Source: an optimization exercise on an open RTL-to-GDS flow (aim: small area and a short achievable clock period). Production flows keep margins and buffers that such runs may drop. RTL that was checked went through simulation tests only; none was proved equivalent to the original. The clock port is modelled as an ideal driver, which makes a skipped or thinned clock tree look cheaper than it is; a real chip needs a root buffer or a tree. Power is estimated from default activity; no workload was simulated.

alpha:
// sump_ctrl_top
module sump_ctrl_top (
  input  logic                    clk_i,
  input  logic                    rst_n_i,
  input  logic                    rx_valid_i,
  input  logic [7:0]              rx_data_i,
  output logic [471:0]            cfg_o,     
  output logic                    armed_o,
  input  logic                    tx_credit_i,
  output logic                    tx_valid_o,
  output logic [7:0]              tx_data_o
);
  logic [2:0]  cnt_q;
  logic [3:0]  code_q;
  logic [31:0] param_q;
  logic [3:0]  code_d;
  always_comb begin
    code_d = 4'b1111;
    if (rx_data_i[6:4] == 3'b100 && rx_data_i[1:0] != 2'b11)
      code_d = rx_data_i[3:0];
    else if (rx_data_i[6:2] == 5'b00000 && rx_data_i[1:0] != 2'b11)
      code_d = {rx_data_i[1:0], 2'b11};
  end
  logic take_opc, last_par;
  assign take_opc = rx_valid_i && (cnt_q == 3'd0);
  assign last_par = rx_valid_i && (cnt_q == 3'd4);
  always_ff @(posedge clk_i or negedge rst_n_i) begin
    if (!rst_n_i) begin
      cnt_q <= 3'd0;
    end else if (rx_valid_i) begin
      if (cnt_q == 3'd0)      cnt_q <= rx_data_i[7] ? 3'd1 : 3'd0;
      else if (cnt_q == 3'd4) cnt_q <= 3'd0;
      else                    cnt_q <= cnt_q + 3'd1;
    end
  end
  always_ff @(posedge clk_i) begin
    if (rx_valid_i) begin
      if (cnt_q == 3'd0) code_q  <= code_d;
      else               param_q <= {rx_data_i, param_q[31:8]};   
    end
  end
  logic c_soft, c_run, c_id, c_xon, c_xoff;
  logic [14:0] we;
  logic [14:0] hold;
  always_ff @(posedge clk_i or negedge rst_n_i) begin
    if (!rst_n_i) begin
      c_soft <= 1'b0;
      c_run  <= 1'b0;
      c_id   <= 1'b0;
      c_xon  <= 1'b0;
      c_xoff <= 1'b0;
      we     <= '0;
    end else begin
  ...
Size: about 490 I/O pins.
clock: 3.0 ns
lec_check: 0
cap_margin: 20
core_margin: 2
core_utilization: 40
setup_slack_margin: 0.1
slew_margin: 20
standard.sh (not shown) runs the stock make flow with config.mk's settings and CLKGATE_MAP_FILE= SYNTH_SCRIPT=/design/flow/synth_recipe.tcl, a recipe that flattens the netlist after the stock synthesis.
==> flow/flow/run.sh <==
#!/bin/bash
# Standard ORFS layout with port buffers, clock tree and repair settings of our own.
set -euo pipefail
bash standard.sh 'BUFFER_PORTS_ARGS=-buffer_cell sky130_fd_sc_hd__buf_1' SETUP_SLACK_MARGIN=1.4 finish > make_finish.log 2>&1
Changes in beta relative to alpha:
==> flow/flow/run.sh <==
#!/bin/bash
# Standard ORFS layout with port buffers, clock tree and repair settings of our own.
set -euo pipefail
bash standard.sh 'BUFFER_PORTS_ARGS=-buffer_cell sky130_fd_sc_hd__buf_2' SETUP_SLACK_MARGIN=1.2 RECOVER_POWER=100 finish > make_finish.log 2>&1
## What came out
In beta the implementation completed, yet the final layout does not meet the checks, the culprit being max-capacitance violations, max-slew violations. Looking at global routing usage summed across all routing layers, beta sits 1.6 points lower than alpha does. [beta] critical path required time rose 1060 ps relative to alpha. | sum of internal, switching and leakage power | beta vs alpha | better |. ~same flip-flop and latch area in alpha and beta. beta vs. alpha: met3 wirelength from detailed routing dropped about 16%, global placement routability congestion climbed about 2.7%. alpha and beta ended up with roughly the same post-DP HPWL.
Changes in gamma relative to beta:
==> flow/flow/run.sh <==
#!/bin/bash
# Standard ORFS layout with port buffers, clock tree and repair settings of our own.
set -euo pipefail
bash standard.sh 'BUFFER_PORTS_ARGS=-buffer_cell sky130_fd_sc_hd__buf_1' SETUP_SLACK_MARGIN=1.2 finish > make_finish.log 2>&1
Notes after the runs:
Finished, but not clean: beta, with max-capacitance violations, max-slew violations. Per the final summary, gamma finished and its layout is clean on timing, DRC and antenna. Comparing gamma and beta, switching portion of total power is lower on beta. Looking at gamma and beta, the final cell count without fillers is a wash. In the flow results for gamma and beta, the overall track demand over capacity in global routing is smaller on beta. Routed wire length: higher on gamma. Compared with beta, gamma shows a higher final area. Reported for gamma and beta, number of multi-input logic gates turned out identical to the last digit.
Function was not checked in any run of this note: the RTL went through the layout flow alone.

* * *

The RTL this note starts from:
==> flow/design.v <==
`default_nettype none
package sump_cmd_pkg;
  typedef enum logic [7:0] {
    OPC_SOFT_RESET  = 8'h00,
    OPC_RUN         = 8'h01,
    OPC_ID          = 8'h02,
    OPC_XON         = 8'h11,
    OPC_XOFF        = 8'h13,
    OPC_SET_DIV     = 8'h80,
    OPC_SET_CNT     = 8'h81,   
    OPC_SET_FLAGS   = 8'h82,
    OPC_SET_TRG_MSK = 8'hC0,   
    OPC_SET_TRG_VAL = 8'hC1,
    OPC_SET_TRG_CFG = 8'hC2
  } opcode_e;
  typedef enum logic [3:0] {
    ACT_NONE,
    ACT_SOFT_RESET,
    ACT_RUN,
    ACT_ID,
    ACT_XON,
    ACT_XOFF,
    ACT_SET_MASK,
    ACT_SET_VAL,
    ACT_SET_CFG,
    ACT_SET_DIV,
    ACT_SET_CNT,
    ACT_SET_FLAGS
  } action_e;
  typedef logic [1:0]  stage_t;
  typedef logic [31:0] param_t;   
endpackage
`default_nettype wire
`default_nettype none
package sump_cfg_pkg;
  typedef struct packed {
    logic [31:0] mask;
    logic [31:0] value;
    logic [31:0] cfg;    
  } trig_stage_t;
  typedef struct packed {
    trig_stage_t [4-1:0] trig;
    logic [23:0]                    divider;
    logic [15:0]                    read_cnt;
    logic [15:0]                    delay_cnt;
    logic [31:0]                    flags;
  } sump_cfg_t;
endpackage
`default_nettype wire
`default_nettype none
module sump_ctrl_top (
  input  logic                    clk_i,
  input  logic                    rst_n_i,
  input  logic                    rx_valid_i,
  input  logic [7:0]              rx_data_i,
  output logic [471:0]            cfg_o,     
  output logic                    armed_o,
  input  logic                    tx_credit_i,
  output logic                    tx_valid_o,
  output logic [7:0]              tx_data_o
);
  logic        busy_q;
  logic [3:0]  pos_q;
  logic [3:0]  code_q;
  logic [31:0] param_q;
  logic [3:0]  code_d;
  always_comb begin
    code_d = 4'b1111;
    if (rx_data_i[6:4] == 3'b100 && rx_data_i[1:0] != 2'b11)
      code_d = rx_data_i[3:0];
    else if (rx_data_i[6:2] == 5'b00000 && rx_data_i[1:0] != 2'b11)
      code_d = {rx_data_i[1:0], 2'b11};
  end
  logic take_opc, take_par, last_par;
  assign take_opc = rx_valid_i && !busy_q;
  assign take_par = rx_valid_i && busy_q;
  assign last_par = rx_valid_i && pos_q[3];
  always_ff @(posedge clk_i or negedge rst_n_i) begin
    if (!rst_n_i) begin
      busy_q <= 1'b0;
      pos_q  <= 4'd0;
    end else if (rx_valid_i) begin
      if (!busy_q) begin
        busy_q <= rx_data_i[7];
        pos_q  <= {3'd0, rx_data_i[7]};
      end else begin
        busy_q <= !pos_q[3];
        pos_q  <= {pos_q[2:0], 1'b0};
      end
    end
  end
  always_ff @(posedge clk_i) begin
    if (take_opc) code_q  <= code_d;
    if (take_par) param_q <= {rx_data_i, param_q[31:8]};   
  end
  logic c_soft, c_run, c_id, c_xon, c_xoff;
  logic [14:0] we;
  logic [14:0] hold;
  logic [14:0] we_d;
  logic        soft_d;
  assign soft_d = take_opc && (rx_data_i == 8'h00);
  always_comb begin
    for (int w = 0; w < 15; w++) begin
      if (w < 12) we_d[w] = last_par && (code_q == 4'((w / 3) * 4 + (w % 3)));
      else        we_d[w] = last_par && (code_q == 4'((w - 12) * 4 + 3));
    end
  end
  always_ff @(posedge clk_i or negedge rst_n_i) begin
    if (!rst_n_i) begin
      c_soft <= 1'b0;
      c_run  <= 1'b0;
      c_id   <= 1'b0;
      c_xon  <= 1'b0;
      c_xoff <= 1'b0;
      we     <= '0;
      hold   <= '0;
    end else begin
      c_soft <= soft_d;
      c_run  <= take_opc && (rx_data_i == 8'h01);
      c_id   <= take_opc && (rx_data_i == 8'h02);
      c_xon  <= take_opc && (rx_data_i == 8'h11);
      c_xoff <= take_opc && (rx_data_i == 8'h13);
      we     <= we_d;
      hold   <= ~(we_d | {15{soft_d}});
    end
  end
  logic [3:0][31:0] mask_q, value_q, tcfg_q;
  logic [23:0]      divider_q;
  logic [31:0]      cnts_q;    
  logic [31:0]      flags_q;
  logic             armed_q;
  always_ff @(posedge clk_i or negedge rst_n_i) begin
    if (!rst_n_i) begin
      mask_q    <= '0;
      value_q   <= '0;
      tcfg_q    <= '0;
      divider_q <= '0;
      cnts_q    <= '0;
      flags_q   <= '0;
      armed_q   <= 1'b0;
    end else begin
      for (int s = 0; s < 4; s++) begin
        mask_q[s]  <= (param_q & {32{we[s*3+0]}}) | (mask_q[s]  & {32{hold[s*3+0]}});
        value_q[s] <= (param_q & {32{we[s*3+1]}}) | (value_q[s] & {32{hold[s*3+1]}});
        tcfg_q[s]  <= (param_q & {32{we[s*3+2]}}) | (tcfg_q[s]  & {32{hold[s*3+2]}});
      end
      divider_q <= (param_q[23:0] & {24{we[12]}}) | (divider_q & {24{hold[12]}});
      cnts_q    <= (param_q & {32{we[13]}}) | (cnts_q  & {32{hold[13]}});
      flags_q   <= (param_q & {32{we[14]}}) | (flags_q & {32{hold[14]}});
      armed_q   <= c_run || (armed_q && !c_soft);
    end
  end
  always_comb begin
    for (int s = 0; s < 4; s++) begin
      cfg_o[(s*96+88)+:96] = {mask_q[s], value_q[s], tcfg_q[s]};
    end
    cfg_o[87:0] = {divider_q, cnts_q[15:0], cnts_q[31:16], flags_q};
  end
  assign armed_o = armed_q;
  logic       pend_q, xoff_q, valid_q;
  logic [3:0] used_q;
  logic [6:0] txd_q;
  logic       send, id_acc;
  logic       pend_d, xoff_d;
  logic [3:0] used_send, used_idle, used_d;
  logic       full_nocredit;
  assign send   = pend_q && !xoff_q && !used_q[3];
  assign id_acc = c_id && !pend_q;
  always_comb begin
    pend_d = pend_q;
    if (send && txd_q[1]) pend_d = 1'b0;
    if (id_acc)           pend_d = 1'b1;
    if (c_soft)           pend_d = 1'b0;
    xoff_d = xoff_q;
    if (c_xon || c_soft) xoff_d = 1'b0;
    if (c_xoff)          xoff_d = 1'b1;
    used_send = send ? {used_q[2:0], 1'b1} : used_q;
    used_idle = send ? used_q : {1'b0, used_q[3:1]};
    used_d    = tx_credit_i ? used_idle : used_send;
    full_nocredit = send ? used_q[2] : used_q[3];
  end
  always_ff @(posedge clk_i or negedge rst_n_i) begin
    if (!rst_n_i) begin
      pend_q  <= 1'b0;
      xoff_q  <= 1'b0;
      valid_q <= 1'b0;
      used_q  <= 4'd0;
    end else begin
      pend_q  <= pend_d;
      xoff_q  <= xoff_d;
      used_q  <= used_d;
      valid_q <= pend_d && !xoff_d && (tx_credit_i || !full_nocredit);
    end
  end
  always_ff @(posedge clk_i) begin
    if (id_acc) begin
      txd_q <= 7'(8'h31);
    end else if (send) begin
      if (txd_q[5])      txd_q <= 7'(8'h41);
      else if (txd_q[2]) txd_q <= 7'(8'h53);
      else               txd_q <= 7'(8'h4C);
    end
  end
  assign tx_valid_o = valid_q;
  assign tx_data_o  = {1'b0, txd_q};
endmodule
`default_nettype wire
Settings: LEC_CHECK=0, CAP_MARGIN=20, CORE_MARGIN=2, CORE_UTILIZATION=40, SETUP_SLACK_MARGIN=0.1, SLEW_MARGIN=20; clock period 3.0 ns.
==> flow/flow/run.sh <==
#!/bin/bash
# ORFS layout with port buffers of our choice and a two-level clock tree
# (flow/ctree.tcl) in place of TritonCTS; every other step is the standard one.
set -euo pipefail
W=$PWD
K=( "BUFFER_PORTS_ARGS=-buffer_cell sky130_fd_sc_hd__buf_1"
    SETUP_SLACK_MARGIN=1.6
    "DONT_USE_CELLS=sky130_fd_sc_hd__probe_p_8 sky130_fd_sc_hd__probec_p_8 sky130_fd_sc_hd__lpflow_bleeder_1 sky130_fd_sc_hd__lpflow_clkbufkapwr_1 sky130_fd_sc_hd__lpflow_clkbufkapwr_16 sky130_fd_sc_hd__lpflow_clkbufkapwr_2 sky130_fd_sc_hd__lpflow_clkbufkapwr_4 sky130_fd_sc_hd__lpflow_clkbufkapwr_8 sky130_fd_sc_hd__lpflow_clkinvkapwr_1 sky130_fd_sc_hd__lpflow_clkinvkapwr_16 sky130_fd_sc_hd__lpflow_clkinvkapwr_2 sky130_fd_sc_hd__lpflow_clkinvkapwr_4 sky130_fd_sc_hd__lpflow_clkinvkapwr_8 sky130_fd_sc_hd__lpflow_decapkapwr_12 sky130_fd_sc_hd__lpflow_decapkapwr_3 sky130_fd_sc_hd__lpflow_decapkapwr_4 sky130_fd_sc_hd__lpflow_decapkapwr_6 sky130_fd_sc_hd__lpflow_decapkapwr_8 sky130_fd_sc_hd__lpflow_inputiso0n_1 sky130_fd_sc_hd__lpflow_inputiso0p_1 sky130_fd_sc_hd__lpflow_inputiso1n_1 sky130_fd_sc_hd__lpflow_inputiso1p_1 sky130_fd_sc_hd__lpflow_inputisolatch_1 sky130_fd_sc_hd__lpflow_isobufsrc_1 sky130_fd_sc_hd__lpflow_isobufsrc_16 sky130_fd_sc_hd__lpflow_isobufsrc_2 sky130_fd_sc_hd__lpflow_isobufsrc_4 sky130_fd_sc_hd__lpflow_isobufsrc_8 sky130_fd_sc_hd__lpflow_isobufsrckapwr_16 sky130_fd_sc_hd__lpflow_lsbuf_lh_hl_isowell_tap_1 sky130_fd_sc_hd__lpflow_lsbuf_lh_hl_isowell_tap_2 sky130_fd_sc_hd__lpflow_lsbuf_lh_hl_isowell_tap_4 sky130_fd_sc_hd__lpflow_lsbuf_lh_isowell_4 sky130_fd_sc_hd__lpflow_lsbuf_lh_isowell_tap_1 sky130_fd_sc_hd__lpflow_lsbuf_lh_isowell_tap_2 sky130_fd_sc_hd__lpflow_lsbuf_lh_isowell_tap_4 sky130_fd_sc_hd__or4_1 sky130_fd_sc_hd__or4_2 sky130_fd_sc_hd__or4_4 sky130_fd_sc_hd__or4b_1 sky130_fd_sc_hd__or4b_2 sky130_fd_sc_hd__or4b_4 sky130_fd_sc_hd__or4bb_1 sky130_fd_sc_hd__or4bb_2 sky130_fd_sc_hd__or4bb_4 sky130_fd_sc_hd__nor4_1 sky130_fd_sc_hd__nor4_2 sky130_fd_sc_hd__nor4_4 sky130_fd_sc_hd__nor4b_1 sky130_fd_sc_hd__nor4b_2 sky130_fd_sc_hd__nor4b_4 sky130_fd_sc_hd__nor4bb_1 sky130_fd_sc_hd__nor4bb_2 sky130_fd_sc_hd__nor4bb_4"
    CTREE_TCL=$W/flow/ctree.tcl CTREE_TOP_DEPTH=2 CTREE_LEAF_DEPTH=3
    CTREE_TOP_CELL=sky130_fd_sc_hd__inv_16 CTREE_LEAF_CELL=sky130_fd_sc_hd__inv_8 )
bash standard.sh "${K[@]}" place > make_place.log 2>&1
bash standard.sh "${K[@]}" run RUN_SCRIPT=$W/flow/mycts.tcl RUN_LOG_NAME_STEM=4_1_cts > make_cts.log 2>&1
bash standard.sh "${K[@]}" finish > make_finish.log 2>&1
Other scripts of this flow, unchanged in this note and not shown: flow/flow/ctree.tcl, flow/flow/mycts.tcl
Then changed:
--- a/flow/flow/run.sh
+++ b/flow/flow/run.sh
@@ -7 +7 @@
-    SETUP_SLACK_MARGIN=1.6
+    SETUP_SLACK_MARGIN=1.55
Settings changed: CORE_UTILIZATION 40 to 50, SETUP_SLACK_MARGIN 0.1 to default.
Effect: Utilization climbs by 11 points; worst hold slack got worse by 0.0065 ns; die area falls by 20%; first-iteration DRC count shrinks by 31%; worst setup slack loses 0.040 ns.
Then changed:
--- a/flow/flow/run.sh
+++ b/flow/flow/run.sh
@@ -7 +7 @@
-    SETUP_SLACK_MARGIN=1.55
+    SETUP_SLACK_MARGIN=1.65
Settings changed: CORE_UTILIZATION 50 to 40, SETUP_SLACK_MARGIN from default to 0.1.
The changed run ran to the end with no violations.
Clock power goes up by about 1%.
Setup slack gains 0.040 ns.
Routed wire length goes up by 2.9%.
Fmax goes up by 2.9%.
Register-to-register slack gains 0.06 ns.
No run of this note takes its clock network from TritonCTS; it comes from the design's own scripts or RTL.

-- static timing again, ports no longer ideal --
The results above use ideal ports. As a check the final layouts listed here were re-extracted and re-timed, cells and wires unchanged. Step 1: set_driving_cell puts a clkbuf_16 on clk_i and a buf_2 on each other input, an assumption about the parent block. Step 2, shift: input delay + t, output delay - t, t = (earliest + latest rising clock arrival at the registers) / 2. This alone moves slack from input paths to output paths. Three values: no drivers, after step 1, after step 2; two values: the first two.
run	t (ns)	slack for setup (ns)	hold WS [ns]	worst setup path at the end	latest minus earliest clock arrival (ns)
alpha	0.650	1.224 / 1.170 / 0.935	0.277 / 0.277 / 0.432	input, reset recovery	0.024 / 0.024
beta	0.641	0.628 / 0.628 / 0.248	0.266 / 0.267 / 0.435	input, reset recovery	0.016 / 0.015
gamma	0.649	1.218 / 1.163 / 0.895	0.248 / 0.245 / 0.432	input, reset recovery	0.018 / 0.017
the first run of note 2	0.401	1.615 / 1.388 / 1.424	0.361 / 0.161 / 0.443	input to register	0.016 / 0.017
the second run of note 2	0.395	1.575 / 1.349 / 1.407	0.355 / 0.158 / 0.474	input to register	0.014 / 0.014
the third run of note 2	0.405	1.615 / 1.418 / 1.376	0.293 / 0.098 / 0.464	input to register	0.027 / 0.025
For beta, which loses most, drivers alone change the setup slack by 0.000 ns; drivers and shift together by -0.380 ns. The worst setup slack also covers recovery checks on asynchronous resets.
